Background: an optimization exercise with open tools, aiming at small area. Do not read the settings as production practice.
In this exercise RTL edits were held to simulation tests only and were not proved equivalent to the original.
Power is estimated from default activity; no workload was simulated.

Setup of run 1:
==> flow/design.v <==
module sample_pack_8 #(
    parameter int width       = 48,
    parameter int width_group = 384
) (
    input  logic                   clk,
    input  logic                   rst_n,
    input  logic                   clr,
    input  logic                   in_valid,
    output logic                   in_ready,
    input  logic [width-1:0]       in_data,
    output logic                   out_valid,
    input  logic                   out_ready,
    output logic [width_group-1:0] out_data,
    output logic [2:0]             fill_cnt
);
    logic                   hold_q;
    logic [2:0]             fill_q;
    logic                   out_valid_q;
    logic [width_group-1:0] asm_q, asm_d;
    logic [width_group-1:0] out_data_q;
    logic                   accept;
    logic                   out_free;
    logic                   last;
    logic [7:0]             asm_load, asm_keep;
    logic                   out_load, out_keep;
    logic                   out_load_direct, out_load_held;
    assign in_ready  = rst_n && !hold_q;
    assign accept    = in_valid && in_ready && !clr;
    assign out_free  = !out_valid_q || out_ready;
    assign last      = (fill_q == 3'd7);
    assign out_valid = out_valid_q;
    assign out_data  = out_data_q;
    assign fill_cnt  = fill_q;
    always_ff @(posedge clk) begin
        if (!rst_n) begin
            hold_q      <= 1'b0;
            fill_q      <= 3'd0;
            out_valid_q <= 1'b0;
        end else begin
            if (clr) begin
                fill_q <= 3'd0;
                hold_q <= 1'b0;
            end else if (accept) begin
                fill_q <= fill_q + 3'd1;
                if (last && !out_free) hold_q <= 1'b1;
            end else if (hold_q && out_free) begin
                hold_q <= 1'b0;
            end
            if ((accept && last) || (hold_q && !clr)) begin
                if (out_free) out_valid_q <= 1'b1;
            end else if (out_ready) begin
                out_valid_q <= 1'b0;
            end
        end
    end
    always_comb begin
        for (int s = 0; s < 8; s++) begin
            asm_load[s] = !hold_q && in_valid && fill_q == 3'(s);
            asm_keep[s] = hold_q || fill_q > 3'(s);
            asm_d[s*width +: width] = (in_data & {width{asm_load[s]}})
                                    | (asm_q[s*width +: width] & {width{asm_keep[s]}});
        end
    end
    always_ff @(posedge clk) begin
        asm_q <= asm_d;
    end
    assign out_load = out_free && (hold_q || (in_valid && last));
    assign out_keep = out_valid_q && !out_ready;
    assign out_load_direct = out_free && !hold_q && in_valid && last;
    assign out_load_held   = out_free && hold_q;
    always_ff @(posedge clk) begin
        out_data_q[7*width-1:0] <= (asm_q[7*width-1:0] & {(7*width){out_load}})
                                 | (out_data_q[7*width-1:0] & {(7*width){out_keep}});
        out_data_q[8*width-1:7*width] <= (in_data & {width{out_load_direct}})
                                       | (asm_q[8*width-1:7*width] & {width{out_load_held}})
                                       | (out_data_q[8*width-1:7*width] & {width{out_keep}});
    end
endmodule
==> flow/config.mk <==
export PLATFORM = sky130hd
export DESIGN_NAME = sample_pack_8
export DESIGN_NICKNAME = sample_pack_8
export VERILOG_FILES = /design/flow/design.v
export SDC_FILE = /design/flow/constraint.sdc
export NUM_CORES = 4
export LEC_CHECK = 0
export CAP_MARGIN = 20
export CORE_MARGIN = 2
export CORE_UTILIZATION = 40
export SLEW_MARGIN = 20
==> flow/constraint.sdc <==
create_clock -name core_clock -period 4.0 [get_ports {clk}]
set_input_delay 0.8000 -clock core_clock [delete_from_list [all_inputs] [get_ports {clk}]]
set_output_delay 0.8000 -clock core_clock [all_outputs]
set_load 0.01 [all_outputs]
standard.sh (not shown) runs the stock make flow with config.mk's settings and CLKGATE_MAP_FILE= SYNTH_SCRIPT=/design/flow/synth_recipe.tcl, a recipe that flattens the netlist after the stock synthesis.
==> flow/flow/run.sh <==
#!/bin/bash
# Standard ORFS layout with smaller port buffers and a leaner clock tree.
set -euo pipefail
cd "$(dirname "$0")/.."
export BUFFER_PORTS_ARGS="-buffer_cell sky130_fd_sc_hd__buf_1"
export CTS_ARGS="-sink_clustering_enable -repair_clock_nets -dont_use_dummy_load -buf_list sky130_fd_sc_hd__clkbuf_8 -sink_clustering_size 16 -sink_clustering_max_diameter 50"
bash standard.sh > flow_make.log 2>&1
Inputs modified between run 1 and run 2:
# run 1
export LEC_CHECK = 0
export CAP_MARGIN = 20
export CORE_MARGIN = 2
export CORE_UTILIZATION = 40
export SLEW_MARGIN = 20
create_clock -name core_clock -period 4.0 [get_ports {clk}]
# run 2
export LEC_CHECK = 0
export CAP_MARGIN = 0
export CORE_MARGIN = 2
export CORE_UTILIZATION = 70
export PLACE_DENSITY = 0.85
export SLEW_MARGIN = 0
create_clock -name core_clock -period 4.0 [get_ports {clk}]
==> flow/flow/run.sh <==
#!/bin/bash
# Standard ORFS layout with smaller port buffers and a leaner clock tree.
set -euo pipefail
cd "$(dirname "$0")/.."
export BUFFER_PORTS_ARGS="-buffer_cell sky130_fd_sc_hd__buf_1"
export CTS_ARGS="-sink_clustering_enable -repair_clock_nets -dont_use_dummy_load -buf_list sky130_fd_sc_hd__clkbuf_8 -sink_clustering_size 20 -sink_clustering_max_diameter 60"
bash standard.sh > flow_make.log 2>&1
Notes after the runs:
No stage failed in run 2, and the final checks on the layout all came back clean.
Re worst setup slack: run 1 was higher than run 2.
Looking at worst hold slack across both flows, run 2 is the stronger of the two, with run 1 trailing.
Row total power: run 2 lower / run 1 higher
Layout overhead on the synthesized area: run 2 vs run 1 down 3.8 points
Run 2 ends up with a routed length per placed instance that is 0.13 um lower than in run 1.
diff inputs: run 2 => run 3
# run 2
export LEC_CHECK = 0
export CAP_MARGIN = 0
export CORE_MARGIN = 2
export CORE_UTILIZATION = 70
export PLACE_DENSITY = 0.85
export SLEW_MARGIN = 0
create_clock -name core_clock -period 4.0 [get_ports {clk}]
# run 3
export LEC_CHECK = 0
export CAP_MARGIN = 20
export CORE_MARGIN = 2
export CORE_UTILIZATION = 70
export PLACE_DENSITY = 0.85
export SLEW_MARGIN = 20
create_clock -name core_clock -period 4.0 [get_ports {clk}]
--- outcome ---
Between run 3 and run 2, the overall power consumption figures differ only marginally. Comparing run 2 against run 3, there is no change at all in mux share of post-synthesis cell area. In run 3 the sequential share of layout area turned out 0.20 points lower than in run 2. Compared run 2 against run 3; count of non-filler cells in the finished layout within noise. Between run 2 and run 3, the total track usage figures differ only marginally. Looking at layout overhead on the synthesized area, run 3 sits 0.37 points higher than run 2 does.
#### Input delta (run 4 over run 3)
# run 3
export LEC_CHECK = 0
export CAP_MARGIN = 20
export CORE_MARGIN = 2
export CORE_UTILIZATION = 70
export PLACE_DENSITY = 0.85
export SLEW_MARGIN = 20
create_clock -name core_clock -period 4.0 [get_ports {clk}]
# run 4
export LEC_CHECK = 0
export CAP_MARGIN = 20
export CORE_MARGIN = 2
export CORE_UTILIZATION = 40
export SLEW_MARGIN = 20
create_clock -name core_clock -period 4.0 [get_ports {clk}]
==> flow/flow/run.sh <==
#!/bin/bash
# Standard ORFS layout with smaller port buffers and a leaner clock tree.
set -euo pipefail
cd "$(dirname "$0")/.."
export BUFFER_PORTS_ARGS="-buffer_cell sky130_fd_sc_hd__buf_1"
export CTS_ARGS="-sink_clustering_enable -repair_clock_nets -dont_use_dummy_load -buf_list sky130_fd_sc_hd__clkbuf_16 -sink_clustering_size 32 -sink_clustering_max_diameter 60"
bash standard.sh > flow_make.log 2>&1
Run 4 completed; timing, DRC and antenna clean
The clock-pin slew reported for the worst setup and hold paths after clock tree synthesis in run 4 sits 0.03 ns below the value recorded for run 3.
Looking only at final standard cell count with taps included and fillers excluded, and setting everything else aside, the higher value of run 3 and run 4 goes to run 4.
Re total power: run 4 is 11% up on run 3.
Delta (run 4 minus run 3): routed wire length per instance increased by about 1.2% relative to the old numbers, shortest period the worst path allows fell 0.047 ns, cell count after placement rose 333, number of cells on the worst reg-to-reg path went down 1, met1 capacity usage during global routing down 16 points.
Run 4 packs its core more loosely than run 3.

what the ideal ports hide:
In the flow no input, the clock included, has a driving cell. The finished layouts below were timed again as built, in two steps. Step 1 sets driving cells, clkbuf_16 on the clock port and buf_2 on the other inputs (assumed; they add their load-dependent delay and slew). Step 2 moves the port delays by t, midway between the first and last clock arrival at a register: inputs arrive t later, outputs are due t later. That takes back most of the time a late clock gives input paths. Slacks: ideal ports / drivers / drivers and shift; pairs: ideal ports / drivers.
run | t, ns | slack for setup (ns) | hold slack, ns
run 1 | 0.691 | 1.092 / 1.033 / 0.979 | 0.442 / 0.442 / 0.442
run 2 | 0.664 | 1.024 / 0.972 / 1.114 | 0.471 / 0.455 / 0.471
run 3 | 0.627 | 1.061 / 1.009 / 1.069 | 0.430 / 0.430 / 0.430
run 4 | 0.633 | 1.108 / 1.049 / 0.988 | 0.423 / 0.423 / 0.423
After both steps setup and hold are still met in every run listed. The setup slack of run 4, which loses most, moves by -0.059 ns with the drivers and by -0.120 ns with both steps.
